From an optimization exercise on the open Yosys and OpenROAD flow, aimed at small area, a short achievable clock period and few clock cycles per item; shortcuts taken in it are not production practice.
Only simulation tests tie the RTL to the original design; equivalence was not proved.

==> flow/design.v <==
module mul_csa (
    input  wire [13:0] w,
    input  wire [6:0]  one,
    input  wire [6:0]  two,
    input  wire [6:0]  neg,
    output wire [27:0] r0,
    output wire [27:0] r1,
    output wire [27:0] r2
);
    wire t1 = (one[0] & w[0]) ^ neg[0];
    wire t2 = ((one[0] & w[1]) | (two[0] & w[0])) ^ neg[0];
    wire t3 = ((one[0] & w[2]) | (two[0] & w[1])) ^ neg[0];
    wire t4 = ((one[0] & w[3]) | (two[0] & w[2])) ^ neg[0];
    wire t5 = ((one[0] & w[4]) | (two[0] & w[3])) ^ neg[0];
    wire t6 = ((one[0] & w[5]) | (two[0] & w[4])) ^ neg[0];
    wire t7 = ((one[0] & w[6]) | (two[0] & w[5])) ^ neg[0];
    wire t8 = ((one[0] & w[7]) | (two[0] & w[6])) ^ neg[0];
    wire t9 = ((one[0] & w[8]) | (two[0] & w[7])) ^ neg[0];
    wire t10 = ((one[0] & w[9]) | (two[0] & w[8])) ^ neg[0];
    wire t11 = ((one[0] & w[10]) | (two[0] & w[9])) ^ neg[0];
    wire t12 = ((one[0] & w[11]) | (two[0] & w[10])) ^ neg[0];
    wire t13 = ((one[0] & w[12]) | (two[0] & w[11])) ^ neg[0];
    wire t14 = ((one[0] & w[13]) | (two[0] & w[12])) ^ neg[0];
    wire t15 = ~(((one[0] & w[13]) | (two[0] & w[13])) ^ neg[0]);
    wire t16 = (one[1] & w[0]) ^ neg[1];
    wire t17 = ((one[1] & w[1]) | (two[1] & w[0])) ^ neg[1];
    wire t18 = ((one[1] & w[2]) | (two[1] & w[1])) ^ neg[1];
    wire t19 = ((one[1] & w[3]) | (two[1] & w[2])) ^ neg[1];
    wire t20 = ((one[1] & w[4]) | (two[1] & w[3])) ^ neg[1];
    wire t21 = ((one[1] & w[5]) | (two[1] & w[4])) ^ neg[1];
    wire t22 = ((one[1] & w[6]) | (two[1] & w[5])) ^ neg[1];
    wire t23 = ((one[1] & w[7]) | (two[1] & w[6])) ^ neg[1];
    wire t24 = ((one[1] & w[8]) | (two[1] & w[7])) ^ neg[1];
    wire t25 = ((one[1] & w[9]) | (two[1] & w[8])) ^ neg[1];
    wire t26 = ((one[1] & w[10]) | (two[1] & w[9])) ^ neg[1];
    wire t27 = ((one[1] & w[11]) | (two[1] & w[10])) ^ neg[1];
    wire t28 = ((one[1] & w[12]) | (two[1] & w[11])) ^ neg[1];
    wire t29 = ((one[1] & w[13]) | (two[1] & w[12])) ^ neg[1];
    wire t30 = ~(((one[1] & w[13]) | (two[1] & w[13])) ^ neg[1]);
    wire t31 = (one[2] & w[0]) ^ neg[2];
    wire t32 = ((one[2] & w[1]) | (two[2] & w[0])) ^ neg[2];
    wire t33 = ((one[2] & w[2]) | (two[2] & w[1])) ^ neg[2];
    wire t34 = ((one[2] & w[3]) | (two[2] & w[2])) ^ neg[2];
    wire t35 = ((one[2] & w[4]) | (two[2] & w[3])) ^ neg[2];
    wire t36 = ((one[2] & w[5]) | (two[2] & w[4])) ^ neg[2];
    wire t37 = ((one[2] & w[6]) | (two[2] & w[5])) ^ neg[2];
    wire t38 = ((one[2] & w[7]) | (two[2] & w[6])) ^ neg[2];
    wire t39 = ((one[2] & w[8]) | (two[2] & w[7])) ^ neg[2];
    wire t40 = ((one[2] & w[9]) | (two[2] & w[8])) ^ neg[2];
    wire t41 = ((one[2] & w[10]) | (two[2] & w[9])) ^ neg[2];
    wire t42 = ((one[2] & w[11]) | (two[2] & w[10])) ^ neg[2];
    wire t43 = ((one[2] & w[12]) | (two[2] & w[11])) ^ neg[2];
    wire t44 = ((one[2] & w[13]) | (two[2] & w[12])) ^ neg[2];
    wire t45 = ~(((one[2] & w[13]) | (two[2] & w[13])) ^ neg[2]);
    wire t46 = (one[3] & w[0]) ^ neg[3];
    wire t47 = ((one[3] & w[1]) | (two[3] & w[0])) ^ neg[3];
    wire t48 = ((one[3] & w[2]) | (two[3] & w[1])) ^ neg[3];
    wire t49 = ((one[3] & w[3]) | (two[3] & w[2])) ^ neg[3];
    wire t50 = ((one[3] & w[4]) | (two[3] & w[3])) ^ neg[3];
    wire t51 = ((one[3] & w[5]) | (two[3] & w[4])) ^ neg[3];
    wire t52 = ((one[3] & w[6]) | (two[3] & w[5])) ^ neg[3];
    wire t53 = ((one[3] & w[7]) | (two[3] & w[6])) ^ neg[3];
    wire t54 = ((one[3] & w[8]) | (two[3] & w[7])) ^ neg[3];
    wire t55 = ((one[3] & w[9]) | (two[3] & w[8])) ^ neg[3];
    wire t56 = ((one[3] & w[10]) | (two[3] & w[9])) ^ neg[3];
    wire t57 = ((one[3] & w[11]) | (two[3] & w[10])) ^ neg[3];
    wire t58 = ((one[3] & w[12]) | (two[3] & w[11])) ^ neg[3];
    wire t59 = ((one[3] & w[13]) | (two[3] & w[12])) ^ neg[3];
    wire t60 = ~(((one[3] & w[13]) | (two[3] & w[13])) ^ neg[3]);
    wire t61 = (one[4] & w[0]) ^ neg[4];
    wire t62 = ((one[4] & w[1]) | (two[4] & w[0])) ^ neg[4];
    wire t63 = ((one[4] & w[2]) | (two[4] & w[1])) ^ neg[4];
    wire t64 = ((one[4] & w[3]) | (two[4] & w[2])) ^ neg[4];
    wire t65 = ((one[4] & w[4]) | (two[4] & w[3])) ^ neg[4];
    wire t66 = ((one[4] & w[5]) | (two[4] & w[4])) ^ neg[4];
    wire t67 = ((one[4] & w[6]) | (two[4] & w[5])) ^ neg[4];
    wire t68 = ((one[4] & w[7]) | (two[4] & w[6])) ^ neg[4];
    wire t69 = ((one[4] & w[8]) | (two[4] & w[7])) ^ neg[4];
    wire t70 = ((one[4] & w[9]) | (two[4] & w[8])) ^ neg[4];
    wire t71 = ((one[4] & w[10]) | (two[4] & w[9])) ^ neg[4];
    wire t72 = ((one[4] & w[11]) | (two[4] & w[10])) ^ neg[4];
    wire t73 = ((one[4] & w[12]) | (two[4] & w[11])) ^ neg[4];
    wire t74 = ((one[4] & w[13]) | (two[4] & w[12])) ^ neg[4];
    wire t75 = ~(((one[4] & w[13]) | (two[4] & w[13])) ^ neg[4]);
    wire t76 = (one[5] & w[0]) ^ neg[5];
    wire t77 = ((one[5] & w[1]) | (two[5] & w[0])) ^ neg[5];
    wire t78 = ((one[5] & w[2]) | (two[5] & w[1])) ^ neg[5];
    wire t79 = ((one[5] & w[3]) | (two[5] & w[2])) ^ neg[5];
    wire t80 = ((one[5] & w[4]) | (two[5] & w[3])) ^ neg[5];
    wire t81 = ((one[5] & w[5]) | (two[5] & w[4])) ^ neg[5];
    wire t82 = ((one[5] & w[6]) | (two[5] & w[5])) ^ neg[5];
    wire t83 = ((one[5] & w[7]) | (two[5] & w[6])) ^ neg[5];
    wire t84 = ((one[5] & w[8]) | (two[5] & w[7])) ^ neg[5];
    wire t85 = ((one[5] & w[9]) | (two[5] & w[8])) ^ neg[5];
    wire t86 = ((one[5] & w[10]) | (two[5] & w[9])) ^ neg[5];
    wire t87 = ((one[5] & w[11]) | (two[5] & w[10])) ^ neg[5];
    wire t88 = ((one[5] & w[12]) | (two[5] & w[11])) ^ neg[5];
    wire t89 = ((one[5] & w[13]) | (two[5] & w[12])) ^ neg[5];
    wire t90 = ~(((one[5] & w[13]) | (two[5] & w[13])) ^ neg[5]);
    wire t91 = (one[6] & w[0]) ^ neg[6];
    wire t92 = ((one[6] & w[1]) | (two[6] & w[0])) ^ neg[6];
    wire t93 = ((one[6] & w[2]) | (two[6] & w[1])) ^ neg[6];
    wire t94 = ((one[6] & w[3]) | (two[6] & w[2])) ^ neg[6];
    wire t95 = ((one[6] & w[4]) | (two[6] & w[3])) ^ neg[6];
    wire t96 = ((one[6] & w[5]) | (two[6] & w[4])) ^ neg[6];
    wire t97 = ((one[6] & w[6]) | (two[6] & w[5])) ^ neg[6];
    wire t98 = ((one[6] & w[7]) | (two[6] & w[6])) ^ neg[6];
    wire t99 = ((one[6] & w[8]) | (two[6] & w[7])) ^ neg[6];
    wire t100 = ((one[6] & w[9]) | (two[6] & w[8])) ^ neg[6];
    wire t101 = ((one[6] & w[10]) | (two[6] & w[9])) ^ neg[6];
    wire t102 = ((one[6] & w[11]) | (two[6] & w[10])) ^ neg[6];
    wire t103 = ((one[6] & w[12]) | (two[6] & w[11])) ^ neg[6];
    wire t104 = ((one[6] & w[13]) | (two[6] & w[12])) ^ neg[6];
    wire t105 = ~(((one[6] & w[13]) | (two[6] & w[13])) ^ neg[6]);
    wire t106 = t11 ^ t24;
    wire t107 = t11 & t24;
    wire t108 = t12 ^ t25;
    wire t109 = t12 & t25;
    wire t110 = t13 ^ t26 ^ t39;
    wire t111 = (t13 & t26) | (t13 & t39) | (t26 & t39);
    wire t112 = t52 ^ t65;
    wire t113 = t52 & t65;
    wire t114 = t14 ^ t27 ^ t40;
    wire t115 = (t14 & t27) | (t14 & t40) | (t27 & t40);
    wire t116 = t53 ^ t66;
    wire t117 = t53 & t66;
    wire t118 = t15 ^ t28 ^ t41;
    wire t119 = (t15 & t28) | (t15 & t41) | (t28 & t41);
    wire t120 = t54 ^ t67 ^ t80;
    wire t121 = (t54 & t67) | (t54 & t80) | (t67 & t80);
    wire t122 = t29 ^ t42 ^ t55;
    wire t123 = (t29 & t42) | (t29 & t55) | (t42 & t55);
    wire t124 = t68 ^ t81;
    wire t125 = t68 & t81;
    wire t126 = t30 ^ t43 ^ t56;
    wire t127 = (t30 & t43) | (t30 & t56) | (t43 & t56);
    wire t128 = t44 ^ t57;
    wire t129 = t44 & t57;
    wire t130 = t7 ^ t20;
    wire t131 = t7 & t20;
    wire t132 = t8 ^ t21;
    wire t133 = t8 & t21;
    wire t134 = t9 ^ t22 ^ t35;
    wire t135 = (t9 & t22) | (t9 & t35) | (t22 & t35);
    wire t136 = t48 ^ t61;
    wire t137 = t48 & t61;
    wire t138 = t10 ^ t23 ^ t36;
    wire t139 = (t10 & t23) | (t10 & t36) | (t23 & t36);
    wire t140 = t49 ^ t62;
    wire t141 = t49 & t62;
    wire t142 = t37 ^ t50 ^ t63;
    wire t143 = (t37 & t50) | (t37 & t63) | (t50 & t63);
    wire t144 = t76 ^ neg[5] ^ t106;
    wire t145 = (t76 & neg[5]) | (t76 & t106) | (neg[5] & t106);
    wire t146 = t38 ^ t51 ^ t64;
    wire t147 = (t38 & t51) | (t38 & t64) | (t51 & t64);
    wire t148 = t77 ^ t107 ^ t108;
    wire t149 = (t77 & t107) | (t77 & t108) | (t107 & t108);
    wire t150 = t78 ^ t91 ^ neg[6];
    wire t151 = (t78 & t91) | (t78 & neg[6]) | (t91 & neg[6]);
    wire t152 = t109 ^ t110 ^ t112;
    wire t153 = (t109 & t110) | (t109 & t112) | (t110 & t112);
    wire t154 = t79 ^ t92 ^ t111;
    wire t155 = (t79 & t92) | (t79 & t111) | (t92 & t111);
    wire t156 = t113 ^ t114 ^ t116;
    wire t157 = (t113 & t114) | (t113 & t116) | (t114 & t116);
    wire t158 = t93 ^ 1'b1 ^ t115;
    wire t159 = (t93 & 1'b1) | (t93 & t115) | (1'b1 & t115);
    wire t160 = t117 ^ t118 ^ t120;
    wire t161 = (t117 & t118) | (t117 & t120) | (t118 & t120);
    wire t162 = t94 ^ 1'b1 ^ t119;
    wire t163 = (t94 & 1'b1) | (t94 & t119) | (1'b1 & t119);
    wire t164 = t121 ^ t122 ^ t124;
    wire t165 = (t121 & t122) | (t121 & t124) | (t122 & t124);
    wire t166 = t69 ^ t82 ^ t95;
    wire t167 = (t69 & t82) | (t69 & t95) | (t82 & t95);
    wire t168 = t123 ^ t125 ^ t126;
    wire t169 = (t123 & t125) | (t123 & t126) | (t125 & t126);
    wire t170 = t70 ^ t83 ^ t96;
    wire t171 = (t70 & t83) | (t70 & t96) | (t83 & t96);
    wire t172 = 1'b1 ^ t127 ^ t128;
    wire t173 = (1'b1 & t127) | (1'b1 & t128) | (t127 & t128);
    wire t174 = t45 ^ t58 ^ t71;
    wire t175 = (t45 & t58) | (t45 & t71) | (t58 & t71);
    wire t176 = t84 ^ t97 ^ t129;
    wire t177 = (t84 & t97) | (t84 & t129) | (t97 & t129);
    wire t178 = t59 ^ t72 ^ t85;
    wire t179 = (t59 & t72) | (t59 & t85) | (t72 & t85);
    wire t180 = t98 ^ 1'b1;
    wire t181 = t98 & 1'b1;
    wire t182 = t60 ^ t73 ^ t86;
    wire t183 = (t60 & t73) | (t60 & t86) | (t73 & t86);
    wire t184 = t74 ^ t87;
    wire t185 = t74 & t87;
    wire t186 = t5 ^ t18;
    wire t187 = t5 & t18;
    wire t188 = t6 ^ t19;
    wire t189 = t6 & t19;
    wire t190 = t33 ^ t46 ^ neg[3];
    wire t191 = (t33 & t46) | (t33 & neg[3]) | (t46 & neg[3]);
    wire t192 = t34 ^ t47 ^ t131;
    wire t193 = (t34 & t47) | (t34 & t131) | (t47 & t131);
    wire t194 = neg[4] ^ t133 ^ t134;
    wire t195 = (neg[4] & t133) | (neg[4] & t134) | (t133 & t134);
    wire t196 = t135 ^ t137 ^ t138;
    wire t197 = (t135 & t137) | (t135 & t138) | (t137 & t138);
    wire t198 = t139 ^ t141 ^ t142;
    wire t199 = (t139 & t141) | (t139 & t142) | (t141 & t142);
    wire t200 = t143 ^ t145 ^ t146;
    wire t201 = (t143 & t145) | (t143 & t146) | (t145 & t146);
    wire t202 = t147 ^ t149 ^ t150;
    wire t203 = (t147 & t149) | (t147 & t150) | (t149 & t150);
    wire t204 = t151 ^ t153 ^ t154;
    wire t205 = (t151 & t153) | (t151 & t154) | (t153 & t154);
    wire t206 = t155 ^ t157 ^ t158;
    wire t207 = (t155 & t157) | (t155 & t158) | (t157 & t158);
    wire t208 = t159 ^ t161 ^ t162;
    wire t209 = (t159 & t161) | (t159 & t162) | (t161 & t162);
    wire t210 = t163 ^ t165 ^ t166;
    wire t211 = (t163 & t165) | (t163 & t166) | (t165 & t166);
    wire t212 = t167 ^ t169 ^ t170;
    wire t213 = (t167 & t169) | (t167 & t170) | (t169 & t170);
    wire t214 = t171 ^ t173 ^ t174;
    wire t215 = (t171 & t173) | (t171 & t174) | (t173 & t174);
    wire t216 = t175 ^ t177 ^ t178;
    wire t217 = (t175 & t177) | (t175 & t178) | (t177 & t178);
    wire t218 = t99 ^ t179 ^ t181;
    wire t219 = (t99 & t179) | (t99 & t181) | (t179 & t181);
    wire t220 = t100 ^ 1'b1 ^ t183;
    wire t221 = (t100 & 1'b1) | (t100 & t183) | (1'b1 & t183);
    wire t222 = t75 ^ t88 ^ t101;
    wire t223 = (t75 & t88) | (t75 & t101) | (t88 & t101);
    wire t224 = t89 ^ t102;
    wire t225 = t89 & t102;
    assign r0[0] = t1;
    assign r0[1] = t2;
    assign r0[2] = t3;
    assign r0[3] = t4;
    assign r0[4] = t31;
    assign r0[5] = t32;
    assign r0[6] = t130;
    assign r0[7] = t132;
    assign r0[8] = t136;
    assign r0[9] = t140;
    assign r0[10] = t144;
    assign r0[11] = t148;
    assign r0[12] = t152;
    assign r0[13] = t156;
    assign r0[14] = t160;
    assign r0[15] = t164;
    assign r0[16] = t168;
    assign r0[17] = t172;
    assign r0[18] = t176;
    assign r0[19] = t180;
    assign r0[20] = t182;
    assign r0[21] = t184;
    assign r0[22] = t185;
    assign r0[23] = 1'b1;
    assign r0[24] = t90;
    assign r0[25] = t104;
    assign r0[26] = t105;
    assign r0[27] = 1'b1;
    assign r1[0] = neg[0];
    assign r1[1] = 1'b0;
    assign r1[2] = t16;
    assign r1[3] = t17;
    assign r1[4] = neg[2];
    assign r1[5] = t187;
    assign r1[6] = t189;
    assign r1[7] = t191;
    assign r1[8] = t193;
    assign r1[9] = t195;
    assign r1[10] = t197;
    assign r1[11] = t199;
    assign r1[12] = t201;
    assign r1[13] = t203;
    assign r1[14] = t205;
    assign r1[15] = t207;
    assign r1[16] = t209;
    assign r1[17] = t211;
    assign r1[18] = t213;
    assign r1[19] = t215;
    assign r1[20] = t217;
    assign r1[21] = t219;
    assign r1[22] = t221;
    assign r1[23] = t223;
    assign r1[24] = t103;
    assign r1[25] = 1'b1;
    assign r1[26] = 1'b0;
    assign r1[27] = 1'b0;
    assign r2[0] = 1'b0;
    assign r2[1] = 1'b0;
    assign r2[2] = neg[1];
    assign r2[3] = 1'b0;
    assign r2[4] = t186;
    assign r2[5] = t188;
    assign r2[6] = t190;
    assign r2[7] = t192;
    assign r2[8] = t194;
    assign r2[9] = t196;
    assign r2[10] = t198;
    assign r2[11] = t200;
    assign r2[12] = t202;
    assign r2[13] = t204;
    assign r2[14] = t206;
    assign r2[15] = t208;
    assign r2[16] = t210;
    assign r2[17] = t212;
    assign r2[18] = t214;
    assign r2[19] = t216;
    assign r2[20] = t218;
    assign r2[21] = t220;
    assign r2[22] = t222;
    assign r2[23] = t224;
    assign r2[24] = t225;
    assign r2[25] = 1'b0;
    assign r2[26] = 1'b0;
    assign r2[27] = 1'b0;
endmodule
`timescale 1ns/1ps
`default_nettype none
module matvec3
(
    input  logic               clk,
    input  logic               reset,
    input  logic               input_valid,
    output logic               input_ready,
    input  logic signed [13:0] input_data,
    output logic               output_valid,
    input  logic               output_ready,
    output logic signed [27:0] output_data
);
    logic [3:0]         ph;        
    logic signed [13:0] ring [12];
    logic signed [13:0] ring0_d;
    logic signed [13:0] x_n;       
    logic [6:0]         one_q;     
    logic [6:0]         two_q;
    logic [6:0]         neg_q;
    logic [3:0]         wc;
    logic               active;    
    logic [3:0]         pi;        
    logic [1:0]         pc;        
    logic [1:0]         xl;        
    logic               fire_d;
    logic               first_d;
    logic               last_d;
    logic [27:0]        s_q;
    logic [27:0]        c_q;
    logic [27:0]        e_q;
    logic [27:0]        acc;
    logic [27:0]        s_d;
    logic [27:0]        c_d;
    logic [27:0]        e_d;
    logic [3:0]         pi_ph;     
    logic [3:0]         ph_n;
    logic [3:0]         wc_n;
    logic               active_n;
    logic [3:0]         pi_n;
    logic [1:0]         pc_n;
    logic [1:0]         xl_n;
    logic               ready_n;
    logic accept;
    logic fire;
    logic cancel;
    logic retire;
    function automatic logic slot_free(input logic [3:0] w, input logic act,
                                       input logic [3:0] p);
        if (w < 4'd9)       slot_free = !act || (p > w);
        else if (w == 4'd9) slot_free = !act;
        else                slot_free = 1'b1;
    endfunction
    assign accept      = input_valid && input_ready;
    assign pi_ph       = (pi < 4'd2) ? pi + 4'd10 : pi - 4'd2;
    assign cancel      = fire_d && first_d && output_valid && !output_ready;
    assign retire      = fire_d && !cancel;
    assign fire        = active && (ph == pi_ph) && (xl > pc) && !cancel;
    assign output_data = acc;
    always_comb begin
        ph_n     = (ph == 4'd11) ? 4'd0 : ph + 4'd1;
        wc_n     = wc;
        active_n = active;
        pi_n     = pi;
        pc_n     = pc;
        xl_n     = xl;
        if (accept) begin
            wc_n = (wc == 4'd11) ? 4'd0 : wc + 4'd1;
            if (wc == 4'd9) begin
                active_n = 1'b1;
                pi_n     = '0;
                pc_n     = '0;
                xl_n     = 2'd1;
            end else if (wc > 4'd9) begin
                xl_n = xl + 2'd1;
            end
        end
        if (fire) begin
            pi_n = pi + 4'd1;
            pc_n = (pc == 2'd2) ? 2'd0 : pc + 2'd1;
            if (pi == 4'd8) active_n = 1'b0;
        end else if (cancel) begin
            pi_n = pi - 4'd1;
            pc_n = '0;
        end
        ready_n = (ph_n == wc_n) && slot_free(wc_n, active_n, pi_n);
    end
    assign ring0_d = accept ? input_data : ring[11];
    always_comb begin
        if (ph >= 4'd9)      x_n = ring0_d;
        else if (ph <= 4'd2) x_n = ring[2];
        else                 x_n = ring[5];
    end
    logic [14:0] x_ext;
    assign x_ext = {x_n, 1'b0};
    always_ff @(posedge clk) begin
        for (int k = 0; k < 7; k++) begin
            logic b2, b1, b0;
            b2 = x_ext[2*k+2];
            b1 = x_ext[2*k+1];
            b0 = x_ext[2*k];
            one_q[k] <= b1 ^ b0;
            two_q[k] <= (b2 & !b1 & !b0) | (!b2 & b1 & b0);
            neg_q[k] <= b2;
        end
    end
    mul_csa mul_i (
        .w  (ring[9]),
        .one(one_q),
        .two(two_q),
        .neg(neg_q),
        .r0 (s_d),
        .r1 (c_d),
        .r2 (e_d)
    );
    always_ff @(posedge clk) begin
        ring[0] <= ring0_d;
        for (int k = 1; k < 12; k++) ring[k] <= ring[k-1];
        s_q     <= s_d;
        c_q     <= c_d;
        e_q     <= e_d;
        first_d <= (pc == 2'd0);
        last_d  <= (pc == 2'd2);
    end
    logic [27:0] a_m;
    logic [27:0] p_s;
    logic [27:0] p_c;
    logic [27:0] t_s;
    logic [27:0] t_c;
    assign a_m = first_d ? 28'd0 : acc;
    assign p_s = s_q ^ c_q ^ e_q;
    assign p_c = (s_q & c_q) | (s_q & e_q) | (c_q & e_q);
    assign t_s = a_m ^ p_s ^ {p_c[26:0], 1'b0};
    assign t_c = (a_m & p_s) | (a_m & {p_c[26:0], 1'b0}) | (p_s & {p_c[26:0], 1'b0});
    always_ff @(posedge clk) begin
        if (retire) begin
            acc <= t_s + {t_c[26:0], 1'b0};
        end
    end
    always_ff @(posedge clk) begin
        if (reset) begin
            ph           <= '0;
            wc           <= '0;
            active       <= 1'b0;
            pi           <= '0;
            pc           <= '0;
            xl           <= '0;
            fire_d       <= 1'b0;
            input_ready  <= 1'b1;
            output_valid <= 1'b0;
        end else begin
            ph           <= ph_n;
            wc           <= wc_n;
            active       <= active_n;
            pi           <= pi_n;
            pc           <= pc_n;
            xl           <= xl_n;
            fire_d       <= fire;
            input_ready  <= ready_n;
            if (retire && last_d)   output_valid <= 1'b1;
            else if (output_ready)  output_valid <= 1'b0;
        end
    end
endmodule
`default_nettype wire
==> flow/run.sh <==
#!/bin/bash
# synth_recipe.tcl (not shown) runs the flow's synth.tcl, then flattens the netlist and writes it again
# the make line also repeats each setting of config.mk as NAME=value (left out here)
make -C /OpenROAD-flow-scripts/flow DESIGN_CONFIG=/design/flow/config.mk WORK_HOME=/design/flow/orfs CLKGATE_MAP_FILE= SYNTH_SCRIPT=/design/flow/synth_recipe.tcl finish
==> flow/config.mk <==
export PLATFORM = sky130hd
export DESIGN_NAME = matvec3
export DESIGN_NICKNAME = matvec3
export VERILOG_FILES = /design/flow/design.v
export SDC_FILE = /design/flow/constraint.sdc
export NUM_CORES = 4
export LEC_CHECK = 0
export ABC_AREA = 0
export CAP_MARGIN = 20
export CORE_MARGIN = 2
export CORE_UTILIZATION = 40
export CTS_BUF_LIST = sky130_fd_sc_hd__clkbuf_8
export CTS_CLUSTER_SIZE = 40
export SETUP_SLACK_MARGIN = 4.1
export SLEW_MARGIN = 20
==> flow/constraint.sdc <==
create_clock -name core_clock -period 7.0 [get_ports {clk}]
set_input_delay 1.4000 -clock core_clock [delete_from_list [all_inputs] [get_ports {clk}]]
set_output_delay 1.4000 -clock core_clock [all_outputs]
set_load 0.01 [all_outputs]
==> results.json, run 1 <==
{
  "status": "timing/DRC/antenna clean",
  "syn_inst": 1249,
  "cp_common_cell": "fa_1",
  "cp_slowest_stage_delay_ns": 0.55,
  "finalHoldViolations": 0,
  "hpwl_um": 20010,
  "syn_area_mm2": 0.01391,
  "ctsHoldBuffers": 0,
  "die_area_mm2": 0.03629,
  "antenna_found_initial": 0,
  "fillers": 3117,
  "ys_types": 63,
  "min_period_ns": 3.374,
  "synthFlopType": "dfxtp_1",
  "end_kind": "register",
  "die_width_um": 190.5,
  "ff2ff_path_depth": 11,
  "ys_warn_count": 3,
  "min_to": "ring[11][4]",
  "drc_errors": 0,
  "drt-total-wl_um": 29060,
  "diodes": 0,
  "tightest_slew_ns": 0.9693,
  "gp_congestion": 0.8231,
  "path_buf_inv": 1,
  "nNetsFinal": 1499,
  "maxCapViolCount": 0,
  "clockBufferDepth": 3,
  "synthesis.nets": 1419,
  "grt_use_total": 0.1635,
  "slew_violations": 0,
  "yosysSeqAreaShare": 0.4676,
  "grt_pass1_wl_um": 47490,
  "area_growth_syn_to_layout_pct": 20.65,
  "cp_slowest_cell": "fa_1",
  "relSlewSlack": 0.3529,
  "setup_viol": 0,
  "min_from": "ring[10][4]",
  "viasPerCell": 4.934,
  "timing.final.crit_share": 0.4820,
  "ios": 48,
  "cts_tree": "done",
  "grt_pass1_vias": 9079,
  "clkSinkCount": 311,
  "crit_path_max_fanout": 4,
  "cts_made_buffers": 50,
  "met2_usage": 0.2509,
  "r2r_start": "s_q[5]",
  "regArea_mm2": 0.006521,
  "path_cells": "fa_1 -> fa_1 -> ha_4 -> a21o_1 -> o21bai_4 -> o311ai_4 -> nand3_2 -> a211oi_4 -> buf_6 -> a31o_1 -> xnor2_1",
  "finalNonFillerCells": 1823,
  "hold_path.class": "register to register",
  "worstSetupPathType": "register to register",
  "mostFrequentLayoutCells": "dfxtp_1, inv_1, xnor2_1",
  "setup-tns-final_ns": 0,
  "holdPathStages": 0,
  "grt_util_met1": 0.2329,
  "grt_max_degree": 29,
  "cts.htree.levels": 2,
  "skew_ns": 0.02162,
  "multi_input_area_mm2": 0.007271,
  "avgSynthCellArea_um2": 11.14,
  "cp_top_family": "adder cells",
  "cts_root_buffer": "clkbuf_8",
  "required_ns": 7.30,
  "cp-start-kind": "register",
  "r2r-end": "acc[24]",
  "first_iter_violations": 421,
  "synth-edff-count": 28,
  "mostFrequentLayoutCell": "dfxtp_1",
  "rrSetupSlack_ns": 3.63,
  "rsz0062_at_grt": "yes",
  "die_y_um": 190.5,
  "final_antenna_net_count": 0,
  "rows": 68,
  "gr-total-overflow": 0,
  "ys_async_sr_fraction": 0,
  "drive_above_1_share": 0.1594,
  "top_usage_layer": "met2",
  "core_mm2": 0.03437,
  "placedCellCount": 1691,
  "grt.met3_usage": 0.02576,
  "fmax_ghz": 0.2964,
  "wl_per_cell_um": 15.94,
  "arrival_ns": 3.67,
  "start_util": 0.4048,
  "path_clk_slew_ns": 0.06,
  "ys_ff_latch": 311,
  "drt_first_pass_iters": 5,
  "clkLatencyLatePin_ns": 0.57,
  "port_buffers": 47,
  "vias": 8994
}
==> Yosys cell counts (3+ instances only) <==
master	n	area, um^2
dfxtp_1	283	5665
inv_1	118	442.9
xnor2_1	98	858.3
a22oi_1	94	705.7
fa_1	85	1702
ha_1	67	838.3
nand2_1	63	236.5
clkbuf_1	51	191.4
xor2_1	48	420.4
nor2_1	46	172.7
a21oi_1	38	190.2
edfxtp_1	28	840.8
nor2b_1	27	168.9
nand2b_1	21	131.4
o21ai_0	20	100.1
nand3_1	14	70.07
a221o_1	13	130.1
a21o_1	12	90.09
nor3_1	10	50.05
and3_1	9	56.30
mux2i_1	9	90.09
o22ai_1	7	43.79
a211oi_1	6	45.04
o21a_1	6	45.04
o21bai_1	6	45.04
a31oi_1	4	25.02
and2_1	4	25.02
buf_2	4	20.02
o21ai_1	4	20.02
a211oi_2	3	37.54
buf_1	3	11.26
buf_4	3	22.52
mux2_2	3	33.78
nand4_1	3	18.77
o2111ai_1	3	26.28
o31ai_1	3	22.52
==> worst max-delay path by stage <==
stage | depth (start not counted) | endpoint | from | slack, ns
2_1_floorplan | 13 | input_ready | output_ready | 3.80
3_3_place_gp | 11 | input_ready | input_valid | 2.78
3_5_place_dp | 11 | input_ready | input_valid | 2.70
4_1_cts | 14 | acc[27] | first_d | 3.61
5_1_grt | 14 | acc[23] | first_d | 3.53
6_report | 11 | acc[24] | s_q[5] | 3.63
==> flip-flops by register name, indices dropped and copies added, names as in the netlist, 7 cells and up <==
name,cells
neg_q,7
two_q,7
ring,168
s_q,26
acc,28
e_q,22
one_q,7
c_q,24
==> through the flow <==
stage                     area (um^2)  setup slack [ns]  hold slack [ns]  utilization
after floorplan                 14090             3.803           0.3096            -
after global placement          14850             2.782           0.3097       0.4321
after CTS                       16400             3.606           0.3112       0.4772
after detailed placement        14850             2.704           0.3121       0.4321
after global routing            16790             3.527           0.3253       0.4884
final                           16790             3.626           0.3184       0.4884
==> final cells by class <==
cell class / instances / share of cell area
multi-input combinational: 757 / 0.4331
timing repair buffer: 91 / 0.05456
tap: 455 / 0.03391
sequential: 311 / 0.3885
clock buffer: 63 / 0.05165
clock inverter: 28 / 0.01193
inverter: 118 / 0.02638
==> cells by family after synthesis <==
| logic type | after synthesis | share of synthesized area |
|---|---|---|
| buf+inv | 181 | 0.05107 |
| compound gates | 242 | 0.1271 |
| mux | 12 | 0.008902 |
| flops | 311 | 0.4676 |
| simple gates | 205 | 0.07095 |
| fa+ha+maj | 152 | 0.1825 |
| xor+xnor | 146 | 0.09190 |
==> repair_timing <==
action | 4_1_cts | 5_1_grt
cloned | 1 | 0
hold endpoints to repair | 0 | 0
setup buffers | 29 | 11
pin swaps | 34 | 29
endpoints found under the setup margin | 47 | 34
resized for setup | 61 | 66
==> worst register-to-register path: cells and delay by family, from the launching register on <==
| family | cells | cell delay, ns |
|---|---|---|
| flip-flops | 1 | 0.32 |
| AO/OA/AOI/OAI | 5 | 1.15 |
| adder cells (fa/ha/maj) | 3 | 1.24 |
| XOR/XNOR | 1 | 0.09 |
| buffers and inverters | 1 | 0.16 |
| AND/OR/NAND/NOR | 1 | 0.16 |
==> per-layer routing <==
metal / share of wire / up-vias
li1: - / 4360
met3: 0.038 / 53
met4: 0.029 / 0
met5: 0 / -
met2: 0.44 / 196
met1: 0.49 / 4385
Testbench counts, summed over its fixed seeds: cycles 4,680, items 1,152.
==> run 2: changes to the inputs <==
--- a/flow/config.mk
+++ b/flow/config.mk
@@ -5,10 +5,10 @@
 export SDC_FILE = /design/flow/constraint.sdc
 export NUM_CORES = 4
 export LEC_CHECK = 0
-export ABC_AREA = 0
+export ABC_AREA = 1
 export CAP_MARGIN = 20
 export CORE_MARGIN = 2
-export CORE_UTILIZATION = 40
+export CORE_UTILIZATION = 55
 export CTS_BUF_LIST = sky130_fd_sc_hd__clkbuf_8
 export CTS_CLUSTER_SIZE = 40
 export SETUP_SLACK_MARGIN = 4.1
==> run 2 against run 1 <==
- first-iteration DRC count rose by 51%
- critical path depth is the same
- worst hold slack gained 0.00075 ns
- flip-flop and latch count stayed put
- area after synthesis up 3.2%
- cell count up 7.8%
- count of clock-buffer cells in the layout fell by 4
- design area increased by 2.2%
- utilization grew 18 points
- highest routed layer unchanged
==> results.json, run 2 <==
{
  "status": "timing/DRC/antenna clean",
  "gr-total-overflow": 0,
  "synthFlopType": "dfxtp_1",
  "mostFrequentLayoutCell": "dfxtp_1",
  "vias": 10200,
  "reg_top3": "ring: 168 flops, acc: 28 flops, s_q: 26 flops",
  "cp-start-kind": "register",
  "synthesis.nets": 1679,
  "timing.final.crit_share": 0.4199,
  "ys_ff_latch": 311,
  "area_growth_syn_to_layout_pct": 19.48,
  "largest_reg_flops": 168,
  "yosys.area_share.simple": 0.1219,
  "skew_ns": 0.01806,
  "first_iter_violations": 634,
  "rsz0062_at_grt": "yes",
  "yosysTopAreaCell": "dfxtp_1",
  "finalHoldViolations": 0,
  "grt_pass1_vias": 10050,
  "cts.htree.levels": 2,
  "rows": 59,
  "tightest_slew_ns": 0.8605,
  "ys_types": 37,
  "required_ns": 7.35,
  "end_kind": "register",
  "yosys.area_share.adder": 0.1769,
  "setup_viol": 0,
  "cts_made_buffers": 50,
  "synth.area.top_cells": "dfxtp_1, fa_1, xor2_1",
  "synth_top_family_by_area": "adder cells",
  "ctsHoldBuffers": 0,
  "path_clk_slew_ns": 0.06,
  "mostFrequentLayoutCells": "dfxtp_1, inv_1, nand2_1",
  "yosysSeqAreaShare": 0.4532,
  "hpwl_um": 24650,
  "drt_first_pass_iters": 5,
  "grt_max_degree": 29,
  "drc_errors": 0,
  "min_period_ns": 2.940,
  "fmax_ghz": 0.3402,
  "synthDominantCellAreaShare": 0.3946,
  "synthXorXnorAreaFrac": 0.08113,
  "ios": 48,
  "synth-edff-count": 28,
  "viasPerCell": 5.190,
  "die_area_mm2": 0.02741,
  "ys_async_sr_fraction": 0,
  "maxCapViolCount": 0,
  "syn_inst": 1509,
  "multi_input_area_mm2": 0.007411,
  "start_util": 0.5557,
  "regMostFlops": "ring",
  "final_antenna_net_count": 0,
  "synth_most_common_cell": "dfxtp_1",
  "clockBufferDepth": 3,
  "worstSetupPathType": "register to register",
  "wl_per_cell_um": 17.05,
  "core_mm2": 0.02584,
  "clkSinkCount": 311,
  "arrival_ns": 3.28,
  "gp_congestion": 0.9143,
  "clkLatencyLatePin_ns": 0.59,
  "ys_warn_count": 3,
  "synth_common_cells": "dfxtp_1, nand2_1, inv_1",
  "drt-total-wl_um": 33520,
  "antenna_found_initial": 0,
  "hold_path.class": "register to register",
  "port_buffers": 47,
  "regArea_mm2": 0.006523,
  "drive_above_1_share": 0.1692,
  "syn_area_mm2": 0.01436,
  "synth-compound-area-share": 0.09011,
  "cts_root_buffer": "clkbuf_8",
  "utilization": 0.6639,
  "slew_violations": 0,
  "setup-tns-final_ns": 0,
  "die_width_um": 165.6,
  "diodes": 0,
  "fillers": 2156,
  "avgSynthCellArea_um2": 9.515,
  "cts_tree": "done",
  "crit_path_max_fanout": 5,
  "relSlewSlack": 0.4256,
  "grt_use_total": 0.2443,
  "die_y_um": 165.6,
  "nNetsFinal": 1761,
  "grt_pass1_wl_um": 51840,
  "yosys-mux-area-fraction": 0
}
run 2: final cells by class:
cell class / instances / share of cell area
Inverter: 235 / 0.05259
Timing Repair Buffer: 79 / 0.04106
Tap cell: 335 / 0.02443
Multi-Input combinational cell: 914 / 0.4320
Clock buffer: 59 / 0.04734
Sequential cell: 311 / 0.3802
Clock inverter: 33 / 0.02232
run 2: critical path, stage by stage, from the launching register on:
cell and delay [ns]:
dfxtp_2 0.32, fa_1 0.52, inv_1 0.05, fa_1 0.51, inv_2 0.04, ha_4 0.31, nand4_1 0.20, buf_4 0.20
nor3_2 0.23, nand3_1 0.15, nand4_1 0.10, nand2_1 0.06
run 2: repair_timing:
action | in CTS | in global routing
pin swaps | 9 | 41
resized for setup | 92 | 122
cloned | 0 | 0
endpoints found under the hold margin | 0 | 0
setup buffers | 11 | 19
endpoints found under the setup margin | 80 | 25
run 2: worst paths after layout:
check,startpoint,to,slack (ns),cells past startpoint
worst max-delay path,s_q[14],acc[23],4.06,11
worst max register to register,s_q[14],acc[23],4.06,11
worst min register to register,ring[8][8],ring[9][8],0.32,0
worst min-delay path,ring[8][8],ring[9][8],0.32,0
run 2: metrics by stage:
stage / std cells / worst slack, ns / hold WS [ns] / area (um^2)
floorplan: 1509 / 4.029 / 0.3096 / 14390
global placement: 1844 / 2.982 / 0.3098 / 15060
detailed placement: 1844 / 2.923 / 0.3121 / 15060
CTS: 1947 / 4.045 / 0.3222 / 16580
global route: 1966 / 3.981 / 0.3272 / 17150
finish: 1966 / 4.061 / 0.3192 / 17150
run 2: cells by family (layout without fill, tap and decap cells):
logic type / count (synthesis) / in the layout
xor gates and xnor gates: 133 / 133
adders and majority gates: 152 / 152
buffers and inverters: 284 / 406
AOI/OAI and AO/OA: 211 / 211
and+or+nand+nor: 418 / 418
DFF: 311 / 311
run 2: routing by layer:
| metal | GRT usage | vias up | share of wire |
|---|---|---|---|
| li1 | - | 4999 | - |
| met1 | 0.3123 | 4776 | 0.43 |
| met2 | 0.4153 | 335 | 0.48 |
| met3 | 0.03422 | 93 | 0.047 |
| met4 | 0.1042 | 0 | 0.040 |
| met5 | 0 | - | 0 |
==> run 3: changes to the inputs <==
--- a/flow/config.mk
+++ b/flow/config.mk
@@ -8,7 +8,7 @@
 export ABC_AREA = 1
 export CAP_MARGIN = 20
 export CORE_MARGIN = 2
-export CORE_UTILIZATION = 55
+export CORE_UTILIZATION = 40
 export CTS_BUF_LIST = sky130_fd_sc_hd__clkbuf_8
 export CTS_CLUSTER_SIZE = 40
 export SETUP_SLACK_MARGIN = 4.1
==> run 3 against run 2 <==
- flip-flop and latch count did not move
- non-clock buffer count down 12
==> results.json, run 3 <==
{
  "status": "timing/DRC/antenna clean",
  "regArea_mm2": 0.006524,
  "synthDominantCellAreaShare": 0.3946,
  "finalHoldViolations": 0,
  "drt-met1-wl_um": 15490,
  "mostFrequentLayoutCells": "dfxtp_1, inv_1, nand2_1",
  "min_period_ns": 2.842,
  "die_y_um": 193.5,
  "finalNonFillerCells": 2080,
  "drc_errors": 0,
  "die_width_um": 193.5,
  "core_mm2": 0.03548,
  "diodes": 0,
  "port_buffers": 47,
  "mostFrequentLayoutCell": "dfxtp_1",
  "grt_pass1_vias": 10130,
  "yosysSeqAreaShare": 0.4532,
  "rows": 69,
  "maxCapViolCount": 0,
  "ys_warn_count": 3,
  "cts_made_buffers": 50,
  "yosysTopAreaCell": "dfxtp_1",
  "pre_cts_slack_ns": 2.917,
  "arrival_ns": 3.18,
  "synthesis.nets": 1679,
  "ys_types": 37,
  "ys_ff_latch": 311,
  "viasPerCell": 4.850,
  "stdcell_area_mm2": 0.01723,
  "fillers": 3219,
  "placedCellCount": 1969,
  "ios": 48,
  "ctsHoldBuffers": 0,
  "worst_slack_ns": 4.158,
  "rsz0062_at_grt": "yes",
  "final_antenna_net_count": 0,
  "hpwl_um": 24240,
  "route.met3.wl_um": 1470,
  "avgSynthCellArea_um2": 9.515,
  "tightest_slew_ns": 0.8542,
  "relSlewSlack": 0.4297,
  "syn_area_mm2": 0.01436,
  "cts_root_buffer": "clkbuf_8",
  "area_growth_syn_to_layout_pct": 20.01,
  "cp-start-kind": "register",
  "rrSetupSlack_ns": 4.16,
  "grt_use_total": 0.1751,
  "grt_pass1_wl_um": 52880,
  "highest-signal-layer": "met4",
  "hold_path.class": "register to register",
  "first_iter_violations": 634,
  "clockBufferDepth": 3,
  "synth_most_common_cell": "dfxtp_1",
  "vias": 10090,
  "required_ns": 7.34,
  "synth_common_cells": "dfxtp_1, nand2_1, inv_1",
  "grt_max_degree": 29,
  "synth.area.top_cells": "dfxtp_1, fa_1, xor2_1",
  "skew_ns": 0.03608,
  "end_kind": "register",
  "drt-total-wl_um": 33300,
  "place_area_mm2": 0.01521,
  "ys_async_sr_fraction": 0,
  "wl_per_cell_um": 16.01,
  "nNetsFinal": 1750,
  "met2_length_um": 14980,
  "gr-total-overflow": 0,
  "clkSinkCount": 311,
  "antenna_found_initial": 0,
  "setup_viol": 0,
  "syn_inst": 1509,
  "start_util": 0.4046,
  "setup-tns-final_ns": 0,
  "fmax_ghz": 0.3519,
  "clkLatencyLatePin_ns": 0.58,
  "crit_path_max_fanout": 6,
  "reg_top3": "ring: 168 flops, acc: 28 flops, s_q: 26 flops",
  "synth-edff-count": 28,
  "drive_above_1_share": 0.1587,
  "synthFlopType": "dfxtp_1",
  "drt_first_pass_iters": 5,
  "worstSetupPathType": "register to register",
  "largest_reg_flops": 168,
  "timing.final.crit_share": 0.4060,
  "slew_violations": 0,
  "die_area_mm2": 0.03742,
  "path_clk_slew_ns": 0.07,
  "regMostFlops": "ring",
  "cts_tree": "done",
  "multi_input_area_mm2": 0.007435,
  "cts.htree.levels": 2,
  "gp_congestion": 0.9229
}
## run 3: cell count changes in the layout (fill, tap and decap cells not counted), moves of 3 or more
| cell | delta |
|---|---|
| buf_4 | -12 |
| nor2_2 | +4 |
| inv_1 | +6 |
| dlygate4sd2_1 | -5 |
| ha_4 | +3 |
| clkinv_2 | -3 |
| inv_2 | -4 |
## run 3: what timing repair did
item	CTS	global route
pin swaps	4	32
setup endpoints to repair	73	33
hold endpoints to repair	0	0
cloned	0	2
resized for setup	86	125
setup buffers	7	11
## run 3: kinds of logic (layout without fill, tap and decap cells)
| kind of cell | after synthesis | in the layout | synth area share |
|---|---|---|---|
| AOI/OAI and AO/OA | 211 | 211 | 0.09011 |
| and+or+nand+nor | 418 | 418 | 0.1219 |
| adders and majority gates | 152 | 152 | 0.1769 |
| buffers and inverters | 284 | 394 | 0.07678 |
| DFF | 311 | 311 | 0.4532 |
| xor gates and xnor gates | 133 | 133 | 0.08113 |
## run 3: metrics by stage
stage	hold WS (ns)	util
after floorplan	0.3096	-
after global placement	0.3095	0.4286
after detailed placement	0.3121	0.4286
after CTS	0.2945	0.4692
after global routing	0.3162	0.4856
final	0.2943	0.4856
## run 3: final cells by class
| cell class | instances | area share |
|---|---|---|
| multi-input combinational | 914 | 0.4315 |
| timing repair buffer | 67 | 0.03616 |
| inverter | 235 | 0.05236 |
| clock buffer | 60 | 0.04793 |
| timing repair inverter | 1 | 0.0004357 |
| tap | 461 | 0.03348 |
| clock inverter | 31 | 0.01953 |
| sequential | 311 | 0.3786 |
## run 3: worst max-delay path, cell delays in order, from the launching register on
cell,delay (ns)
dfxtp_2,0.35
buf_12,0.14
nor2_1,0.06
fa_1,0.52
ha_4,0.17
inv_1,0.06
fa_2,0.36
inv_2,0.09
nand3_1,0.10
nand2_2,0.12
nand2_1,0.11
nand2_4,0.12
nand2_1,0.08
nand2_2,0.10
nand2_2,0.09
nand3b_1,0.09
nand2_1,0.06
## run 3: final timing paths
kind / from / to / depth (start not counted)
setup / recovery: first_d / acc[27] / 16
hold / removal: ring[10][2] / ring[11][2] / 0
setup reg to reg: first_d / acc[27] / 16
hold reg to reg: ring[10][2] / ring[11][2] / 0
## run 3: metal layers
metal | global-route usage | vias to the layer above
met5 | 0 | -
met4 | 0.07464 | 0
met3 | 0.02894 | 86
met2 | 0.2794 | 270
met1 | 0.2358 | 4771
li1 | - | 4962
==> run 4: changes to the inputs <==
--- a/flow/config.mk
+++ b/flow/config.mk
@@ -9,7 +9,7 @@
 export CAP_MARGIN = 20
 export CORE_MARGIN = 2
 export CORE_UTILIZATION = 40
-export CTS_BUF_LIST = sky130_fd_sc_hd__clkbuf_8
+export CTS_BUF_LIST = sky130_fd_sc_hd__clkbuf_4
 export CTS_CLUSTER_SIZE = 40
 export SETUP_SLACK_MARGIN = 4.1
 export SLEW_MARGIN = 20
==> run 4 against run 3 <==
- global-route usage up 0.34 points
- clock skew increased by 0.019 ns
- worst hold slack better by 0.0073 ns
- critical path type unchanged
==> results.json, run 4 <==
{
  "yosysSeqAreaShare": 0.4532,
  "die_width_um": 193.5,
  "status": "timing/DRC/antenna clean",
  "setup_viol": 0,
  "grt_max_degree": 29,
  "yosysTopAreaCell": "dfxtp_1",
  "antenna_found_initial": 1,
  "grt_pass1_wl_um": 53780,
  "synth.area.top_cells": "dfxtp_1, fa_1, xor2_1",
  "cts.htree.levels": 3,
  "synthDominantCellAreaShare": 0.3946,
  "synth_most_common_cell": "dfxtp_1",
  "tightest_slew_ns": 0.8408,
  "cts_root_buffer": "clkbuf_4",
  "min_period_ns": 2.878,
  "drc_errors": 0,
  "slew_violations": 0,
  "final_antenna_net_count": 0,
  "reg_top3": "ring: 168 flops, acc: 28 flops, s_q: 26 flops",
  "syn_inst": 1509,
  "cts_tree": "done",
  "hpwl_um": 24240,
  "area_growth_syn_to_layout_pct": 19.04,
  "worstSetupPathType": "register to register",
  "finalHoldViolations": 0,
  "gp_congestion": 0.9229,
  "wl_per_cell_um": 15.70,
  "mostFrequentLayoutCells": "dfxtp_1, inv_1, nand2_1",
  "drt_first_pass_iters": 5,
  "placedCellCount": 1969,
  "timing.final.crit_share": 0.4111,
  "drt-total-wl_um": 33430,
  "worst_slack_ns": 4.122,
  "synthFlopType": "dfxtp_1",
  "maxCapViolCount": 0,
  "ys_ff_latch": 311,
  "die_area_mm2": 0.03742,
  "ys_warn_count": 3,
  "pre_cts_slack_ns": 2.917,
  "rsz0062_at_grt": "yes",
  "relSlewSlack": 0.4387,
  "grt_pass1_vias": 10440,
  "gr-total-overflow": 0,
  "ios": 48,
  "holdWs_ns": 0.3015,
  "finalNonFillerCells": 2129,
  "ys_async_sr_fraction": 0,
  "largest_reg_flops": 168,
  "vias": 10290,
  "grt_use_total": 0.1786,
  "path_clk_slew_ns": 0.07,
  "die_y_um": 193.5,
  "rows": 69,
  "ys_types": 37,
  "required_ns": 7.43,
  "utilization": 0.4817,
  "cp-start-kind": "register",
  "synth-edff-count": 28,
  "ctsHoldBuffers": 0,
  "viasPerCell": 4.832,
  "setup-tns-final_ns": 0,
  "port_buffers": 47,
  "mostFrequentLayoutCell": "dfxtp_1",
  "drive_above_1_share": 0.1878,
  "hold_path.class": "register to register",
  "nNetsFinal": 1782,
  "core_mm2": 0.03548,
  "end_kind": "register",
  "fillers": 3313,
  "synth_common_cells": "dfxtp_1, nand2_1, inv_1",
  "clkLatencyLatePin_ns": 0.70,
  "avgSynthCellArea_um2": 9.515,
  "skew_ns": 0.05534,
  "syn_area_mm2": 0.01436,
  "regMostFlops": "ring",
  "first_iter_violations": 633,
  "fmax_ghz": 0.3475,
  "arrival_ns": 3.31,
  "clockBufferDepth": 3,
  "start_util": 0.4046,
  "synthesis.nets": 1679,
  "cts_made_buffers": 78,
  "crit_path_max_fanout": 5,
  "clkSinkCount": 311
}
==> run 4: cell counts after synthesis <==
Identical to the previous run, type by type.
==> run 4: cell families (layout without fill, tap and decap cells) <==
group	after synthesis	count (layout)	share of synthesized area
adders and majority gates	152	152	0.1769
xor gates and xnor gates	133	133	0.08113
buffers and inverters	284	442	0.07678
AOI/OAI and AO/OA	211	211	0.09011
other	0	1	0
and+or+nand+nor	418	418	0.1219
DFF	311	311	0.4532
==> run 4: metal layers <==
metal | up-vias | GRT usage | share of wire | routed length (um)
li1 | 5067 | - | - | -
met1 | 4806 | 0.2344 | 0.46 | 15380
met2 | 314 | 0.2832 | 0.45 | 15030
met3 | 101 | 0.03504 | 0.047 | 1566
met4 | 0 | 0.08595 | 0.044 | 1460
met5 | - | 0 | 0 | 0
==> run 4: metrics by stage <==
stage	cell area, um^2
floorplan	14390
global placement	15210
detailed placement	15210
CTS	16590
global route	17090
finish	17090
==> run 4: worst max-delay path, stage by stage, from the launching register on <==
cell and delay, ns:
dfxtp_1 0.32, fa_1 0.52, inv_1 0.05, fa_1 0.50, inv_1 0.07, ha_4 0.31
nand2_2 0.10, nor4_4 0.34, nand2_1 0.12, nand2_2 0.10, nand2_1 0.08, nand3_1 0.08
nand2_1 0.06
==> run 4: worst paths after layout <==
kind | startpoint | endpoint | slack [ns] | cells past startpoint
hold reg to reg | ring[7][4] | ring[8][4] | 0.30 | 0
hold / removal | ring[7][4] | ring[8][4] | 0.30 | 0
setup reg to reg | s_q[14] | acc[21] | 4.12 | 12
setup / recovery | s_q[14] | acc[21] | 4.12 | 12
==> run 4: area by class of cell <==
class | count | area, um^2 | area share
multi-input cells | 914 | 7427 | 0.4346
well taps | 461 | 576.8 | 0.03375
repair buffers | 71 | 641.9 | 0.03755
clock buffers | 114 | 855.8 | 0.05007
diodes | 1 | 2.502 | 0.0001464
inverters | 235 | 905.9 | 0.05300
flip-flops and latches | 311 | 6526 | 0.3818
clock inverters | 21 | 150.1 | 0.008785
repair inverters | 1 | 5.005 | 0.0002928
==> run 4: repair_timing <==
item / 4_1_cts / 5_1_grt
setup endpoints to repair: 84 / 25
endpoints found under the hold margin: 0 / 0
gates cloned: 1 / 0
buffers inserted: 12 / 11
gates resized for setup: 113 / 107
pin swaps: 13 / 36
==> run 5: changes to the inputs <==
==> flow/flow/run.sh (new file) <==
#!/bin/bash
# The standard layout, with clock tree synthesis told not to add dummy
# loads for balancing. Everything else is the standard.sh.
set -o pipefail
export CTS_ARGS="-sink_clustering_enable -repair_clock_nets -sink_clustering_size 40 -buf_list sky130_fd_sc_hd__clkbuf_8 -dont_use_dummy_load"
bash standard.sh > standard.log 2>&1
==> flow/standard.sh (new file) <==
#!/bin/bash
# synth_recipe.tcl (not shown) runs the flow's synth.tcl, then flattens the netlist and writes it again
# the make line also repeats each setting of config.mk as NAME=value (left out here)
make -C /OpenROAD-flow-scripts/flow DESIGN_CONFIG=/design/flow/config.mk WORK_HOME=/design/flow/orfs CLKGATE_MAP_FILE= SYNTH_SCRIPT=/design/flow/synth_recipe.tcl "${@:-finish}"
--- a/flow/config.mk
+++ b/flow/config.mk
@@ -9,7 +9,7 @@
 export CAP_MARGIN = 20
 export CORE_MARGIN = 2
 export CORE_UTILIZATION = 40
-export CTS_BUF_LIST = sky130_fd_sc_hd__clkbuf_4
+export CTS_BUF_LIST = sky130_fd_sc_hd__clkbuf_8
 export CTS_CLUSTER_SIZE = 40
 export SETUP_SLACK_MARGIN = 4.1
 export SLEW_MARGIN = 20
removed: flow/run.sh
==> run 5 against run 4 <==
- critical path depth is 2 higher
- via count is 3.0% lower
- still clean
==> results.json, run 5 <==
{
  "status": "timing/DRC/antenna clean",
  "grt_pass1_vias": 10070,
  "ys_warn_count": 3,
  "ys_types": 37,
  "crit_cells": 14,
  "wl_per_cell_um": 16.03,
  "avgSynthCellArea_um2": 9.515,
  "cts.htree.levels": 2,
  "finalNonFillerCells": 2040,
  "place_area_mm2": 0.01521,
  "synthDominantCellAreaShare": 0.3946,
  "required_ns": 7.28,
  "final_antenna_net_count": 0,
  "clockBufferDepth": 3,
  "relSlewSlack": 0.4319,
  "drt_first_pass_iters": 5,
  "cts_root_buffer": "clkbuf_8",
  "slew_violations": 0,
  "synthFlopType": "dfxtp_1",
  "yosysTopAreaCell": "dfxtp_1",
  "timing.final.crit_share": 0.4084,
  "stdcell_area_mm2": 0.01673,
  "ys_ff_latch": 311,
  "nNetsFinal": 1751,
  "hpwl_um": 24240,
  "syn_area_mm2": 0.01436,
  "start_util": 0.4046,
  "arrival_ns": 3.14,
  "clkLatencyLatePin_ns": 0.56,
  "antenna_found_initial": 0,
  "cp_common_cell": "nand2_1",
  "holdWs_ns": 0.2598,
  "regMostFlops": "ring",
  "hold_path.class": "register to register",
  "fmax_ghz": 0.3498,
  "cp_top_family": "adder cells",
  "mostFrequentLayoutCells": "dfxtp_1, inv_1, nand2_1",
  "cp_slowest_cell": "fa_1",
  "synth-edff-count": 28,
  "grt_max_degree": 29,
  "worst_slack_ns": 4.142,
  "r2r_start": "s_q[8]",
  "die_y_um": 193.5,
  "finalHoldViolations": 0,
  "ys_async_sr_fraction": 0,
  "gr-total-overflow": 0,
  "yosysSeqAreaShare": 0.4532,
  "synth.area.top_cells": "dfxtp_1, fa_1, xor2_1",
  "skew_ns": 0.06813,
  "utilization": 0.4716,
  "largest_reg_flops": 168,
  "cts_tree": "done",
  "placedCellCount": 1969,
  "synth_common_cells": "dfxtp_1, nand2_1, inv_1",
  "synth_most_common_cell": "dfxtp_1",
  "worstSetupEndpoint": "acc[25]",
  "drc_errors": 0,
  "port_buffers": 47,
  "setup-tns-final_ns": 0,
  "rsz0062_at_grt": "yes",
  "synthesis.nets": 1679,
  "grt_pass1_wl_um": 52500,
  "first_iter_violations": 738,
  "setup_viol": 0,
  "syn_inst": 1509,
  "ctsHoldBuffers": 0,
  "clkSinkCount": 311,
  "die_area_mm2": 0.03742,
  "ios": 48,
  "ff2ff_path_depth": 14,
  "worstSetupPathType": "register to register",
  "reg_top3": "ring: 168 flops, acc: 28 flops, s_q: 26 flops",
  "diodes": 0,
  "pre_cts_slack_ns": 2.917,
  "vias": 9980,
  "die_width_um": 193.5,
  "rrSetupSlack_ns": 4.14,
  "crit_path_start": "s_q[8]",
  "rows": 69,
  "end_kind": "register",
  "drive_above_1_share": 0.1469,
  "drt-total-wl_um": 32710,
  "path_buf_inv": 3,
  "viasPerCell": 4.892,
  "r2r-end": "acc[25]",
  "crit_path_max_fanout": 5,
  "tightest_slew_ns": 0.8509,
  "min_period_ns": 2.858,
  "mostFrequentLayoutCell": "dfxtp_1",
  "cts_made_buffers": 50,
  "grt_use_total": 0.1742,
  "path_cells": "fa_1 -> inv_1 -> fa_1 -> inv_1 -> ha_4 -> nand2_1 -> nand2_1 -> nor2_2 -> nand2_4 -> buf_4 -> nand3_1 -> nand3_1 -> nand2_1 -> nand2_1",
  "cp-start-kind": "register",
  "cp_slowest_stage_delay_ns": 0.52,
  "path_clk_slew_ns": 0.06,
  "core_mm2": 0.03548,
  "area_growth_syn_to_layout_pct": 16.55,
  "maxCapViolCount": 0,
  "gp_congestion": 0.9229
}
[run 5: cell families after synthesis]
group	Yosys count	synth area share
adders and majority gates	152	0.1769
buffers and inverters	284	0.07678
and+or+nand+nor	418	0.1219
xor gates and xnor gates	133	0.08113
DFF	311	0.4532
AOI/OAI and AO/OA	211	0.09011
[run 5: worst min path at each step]
stage | start | end | depth (start not counted)
after floorplan | ring[10][0] | ring[11][0] | 0
after global placement | ring[4][0] | ring[5][0] | 0
after detailed placement | ring[10][5] | ring[11][5] | 0
after CTS | ring[10][2] | ring[11][2] | 0
after global routing | ring[10][2] | ring[11][2] | 0
final | ring[10][2] | ring[11][2] | 0
[run 5: cell type report]
cell class,instances,area (um^2)
Clock buffer,50,688.2
Inverter,235,905.9
Tap cell,461,576.8
Sequential cell,311,6525
Timing Repair inverter,1,5.005
Multi-Input combinational cell,914,7392
Fill cell,3295,18750
Timing Repair Buffer,68,640.6
[run 5: timing repair]
| action | 4_1_cts | 5_1_grt |
|---|---|---|
| resized for setup | 71 | 112 |
| gates cloned | 1 | 0 |
| setup buffers | 11 | 9 |
| pin swaps | 7 | 33 |
| setup endpoints to repair | 57 | 54 |
[run 5: routing by layer]
metal / track usage / part of all wire / vias up / wire [um]
met1: 0.2355 / 0.46 / 4686 / 15180
met3: 0.02981 / 0.048 / 81 / 1554
li1: - / - / 4927 / -
met5: 0 / 0 / - / 0
met2: 0.2771 / 0.45 / 286 / 14730
met4: 0.07181 / 0.038 / 0 / 1248
==> run 6: changes to the inputs <==
==> flow/flow/run.sh (replaced) <==
#!/bin/bash
# The standard layout (standard.sh) with two changes:
# - clock tree synthesis adds no dummy loads to balance the tree;
# - the port buffers are buf_1 cells.
set -o pipefail
export CTS_ARGS="-sink_clustering_enable -repair_clock_nets -sink_clustering_size 40 -buf_list sky130_fd_sc_hd__clkbuf_8 -dont_use_dummy_load"
export BUFFER_PORTS_ARGS="-buffer_cell sky130_fd_sc_hd__buf_1"
bash standard.sh > standard.log 2>&1
==> run 6 against run 5 <==
- die area did not move
- first-iteration DRC count decreased by 28%
- critical path type unchanged
- largest cell class unchanged
- highest routed layer unchanged
==> results.json, run 6 <==
{
  "status": "timing/DRC/antenna clean",
  "synthFlopType": "dfxtp_1",
  "vias": 9990,
  "multi_input_area_mm2": 0.007456,
  "ys_warn_count": 3,
  "pre_cts_slack_ns": 3.320,
  "rrSetupSlack_ns": 4.13,
  "clkLatencyLatePin_ns": 0.58,
  "crit_path_max_fanout": 5,
  "skew_ns": 0.06380,
  "fmax_ghz": 0.3482,
  "cts_tree": "done",
  "cts_root_buffer": "clkbuf_8",
  "port_buffers": 47,
  "arrival_ns": 3.14,
  "gr-total-overflow": 0,
  "clockBufferDepth": 3,
  "setup-tns-final_ns": 0,
  "regMostFlops": "ring",
  "ff2ff_path_depth": 10,
  "place_area_mm2": 0.01493,
  "grt_use_total": 0.1719,
  "relSlewSlack": 0.3711,
  "synthDominantCellAreaShare": 0.3946,
  "mostFrequentLayoutCell": "dfxtp_1",
  "hold_path.class": "register to register",
  "holdPathStages": 0,
  "viasPerCell": 4.887,
  "yosysSeqAreaShare": 0.4532,
  "rows": 69,
  "holdWs_ns": 0.3142,
  "required_ns": 7.27,
  "min_period_ns": 2.872,
  "start_util": 0.4046,
  "cts.htree.levels": 2,
  "synthesis.nets": 1679,
  "syn_inst": 1509,
  "clkSinkCount": 311,
  "avgSynthCellArea_um2": 9.515,
  "drt-total-wl_um": 32820,
  "slew_violations": 0,
  "synth.area.top_cells": "dfxtp_1, fa_1, xor2_1",
  "die_area_mm2": 0.03742,
  "drive_above_1_share": 0.1573,
  "worstSetupPathType": "register to register",
  "r2r-end": "acc[23]",
  "path_clk_slew_ns": 0.06,
  "tightest_slew_ns": 0.9434,
  "gp_congestion": 0.9186,
  "syn_area_mm2": 0.01436,
  "synth-edff-count": 28,
  "grt_pass1_wl_um": 51800,
  "ios": 48,
  "maxCapViolCount": 0,
  "first_iter_violations": 534,
  "timing.final.crit_share": 0.4102,
  "min_to": "ring[7][12]",
  "synth_common_cells": "dfxtp_1, nand2_1, inv_1",
  "core_mm2": 0.03548,
  "r2r_start": "e_q[14]",
  "ys_async_sr_fraction": 0,
  "nNetsFinal": 1755,
  "grt_pass1_vias": 9825,
  "synth_most_common_cell": "dfxtp_1",
  "ctsHoldBuffers": 0,
  "ys_ff_latch": 311,
  "finalHoldViolations": 0,
  "drc_errors": 0,
  "largest_reg_flops": 168,
  "area_growth_syn_to_layout_pct": 15.18,
  "ys_types": 37,
  "yosysTopAreaCell": "dfxtp_1",
  "cp-start-kind": "register",
  "hpwl_um": 24290,
  "wl_per_cell_um": 16.05,
  "drt_first_pass_iters": 5,
  "grt_max_degree": 24,
  "end_kind": "register",
  "final_antenna_net_count": 0,
  "antenna_found_initial": 0,
  "stdcell_area_mm2": 0.01654,
  "regArea_mm2": 0.006524,
  "mostFrequentLayoutCells": "dfxtp_1, nand2_1, inv_1",
  "die_width_um": 193.5,
  "diodes": 0,
  "reg_top3": "ring: 168 flops, acc: 28 flops, s_q: 26 flops",
  "die_y_um": 193.5,
  "setup_viol": 0,
  "min_from": "ring[6][12]",
  "fillers": 3338,
  "cts_made_buffers": 49,
  "rsz0062_at_grt": "yes",
  "worst_slack_ns": 4.128
}
==> run 6: cell types whose count changed in the layout (fill, tap and decap cells not counted), moves of 4 or more <==
cell	change
inv_2	+6
buf_4	+5
ha_2	-4
inv_1	-6
buf_1	+46
o21ai_1	+5
ha_4	+6
clkdlybuf4s50_1	-41
==> run 6: cells by family after synthesis <==
group,after synthesis,synth area share
AND/OR/NAND/NOR,418,0.1219
flip-flops,311,0.4532
buffers and inverters,284,0.07678
AO/OA/AOI/OAI,211,0.09011
adder cells (fa/ha/maj),152,0.1769
XOR/XNOR,133,0.08113
==> run 6: repair_timing <==
| action | in CTS | in global routing |
|---|---|---|
| pin swaps | 13 | 46 |
| resized for setup | 64 | 126 |
| buffers inserted | 7 | 18 |
| endpoints found under the setup margin | 24 | 22 |
==> run 6: stage by stage <==
| stage | cells | utilization |
|---|---|---|
| floorplan | 1509 | - |
| global placement | 1969 | 0.4203 |
| detailed placement | 1970 | 0.4207 |
| CTS | 2026 | 0.4486 |
| global route | 2044 | 0.4661 |
| finish | 2044 | 0.4661 |
==> run 6: cell type report <==
| type | instances | share of cell area |
|---|---|---|
| clock buffer | 49 | 0.04078 |
| inverter | 235 | 0.05478 |
| multi-input combinational | 914 | 0.4509 |
| sequential | 311 | 0.3945 |
| tap | 461 | 0.03488 |
| timing repair buffer | 74 | 0.02421 |
==> run 6: worst max-delay path, stage by stage (launching register included) <==
cell     delay [ns]
dfxtp_2        0.32
fa_1           0.55
inv_2          0.04
fa_1           0.49
inv_1          0.06
ha_4           0.30
nand4_1        0.23
nor3_2         0.26
nand3_1        0.16
nand4_1        0.11
nand2_1        0.07
==> run 6: layer usage <==
layer  vias to the layer above  track usage  wire (um)
met5                         -            0          0
met4                         0      0.06474       1129
met3                        89      0.02964       1598
met2                       301       0.2673      14590
met1                      4672       0.2397      15500
li1                       4928            -          -
==> run 6: worst max path at each step <==
stage | start | end | slack [ns] | cells past startpoint
floorplan | output_ready | input_ready | 4.03 | 18
global placement | input_valid | input_ready | 3.34 | 14
detailed placement | input_valid | input_ready | 3.32 | 14
CTS | s_q[24] | acc[27] | 4.00 | 10
global route | pi[1] | input_ready | 4.03 | 21
finish | e_q[14] | acc[23] | 4.13 | 10

port drivers added, routing unchanged:
No port has a modelled driver above. Below, the same layouts with a new extraction and two added sets of constraints.
Step 1 assumes that a clkbuf_16 drives the clock port and a buf_2 every other input.
Step 2, shift: input delay + t, output delay - t, t = (earliest + latest rising clock arrival at the registers) / 2. This alone moves slack from input paths to output paths.
Three values: ideal ports, drivers, drivers and shift; two values: the first two.
run	shift t [ns]	setup WS [ns]	hold slack, ns
run 1	0.604	3.626 / 3.626 / 3.399	0.318 / 0.318 / 0.318
run 2	0.625	4.061 / 4.061 / 3.566	0.319 / 0.319 / 0.319
run 3	0.614	4.158 / 4.130 / 3.739	0.294 / 0.294 / 0.294
run 4	0.716	4.122 / 4.122 / 3.545	0.302 / 0.302 / 0.302
run 5	0.579	4.142 / 4.125 / 3.710	0.260 / 0.260 / 0.260
run 6	0.592	4.128 / 4.128 / 3.718	0.314 / 0.314 / 0.314
After both steps every run listed still meets setup and hold. The setup slack of run 4, which loses most, moves by 0.000 ns with the drivers and by -0.577 ns with both steps.
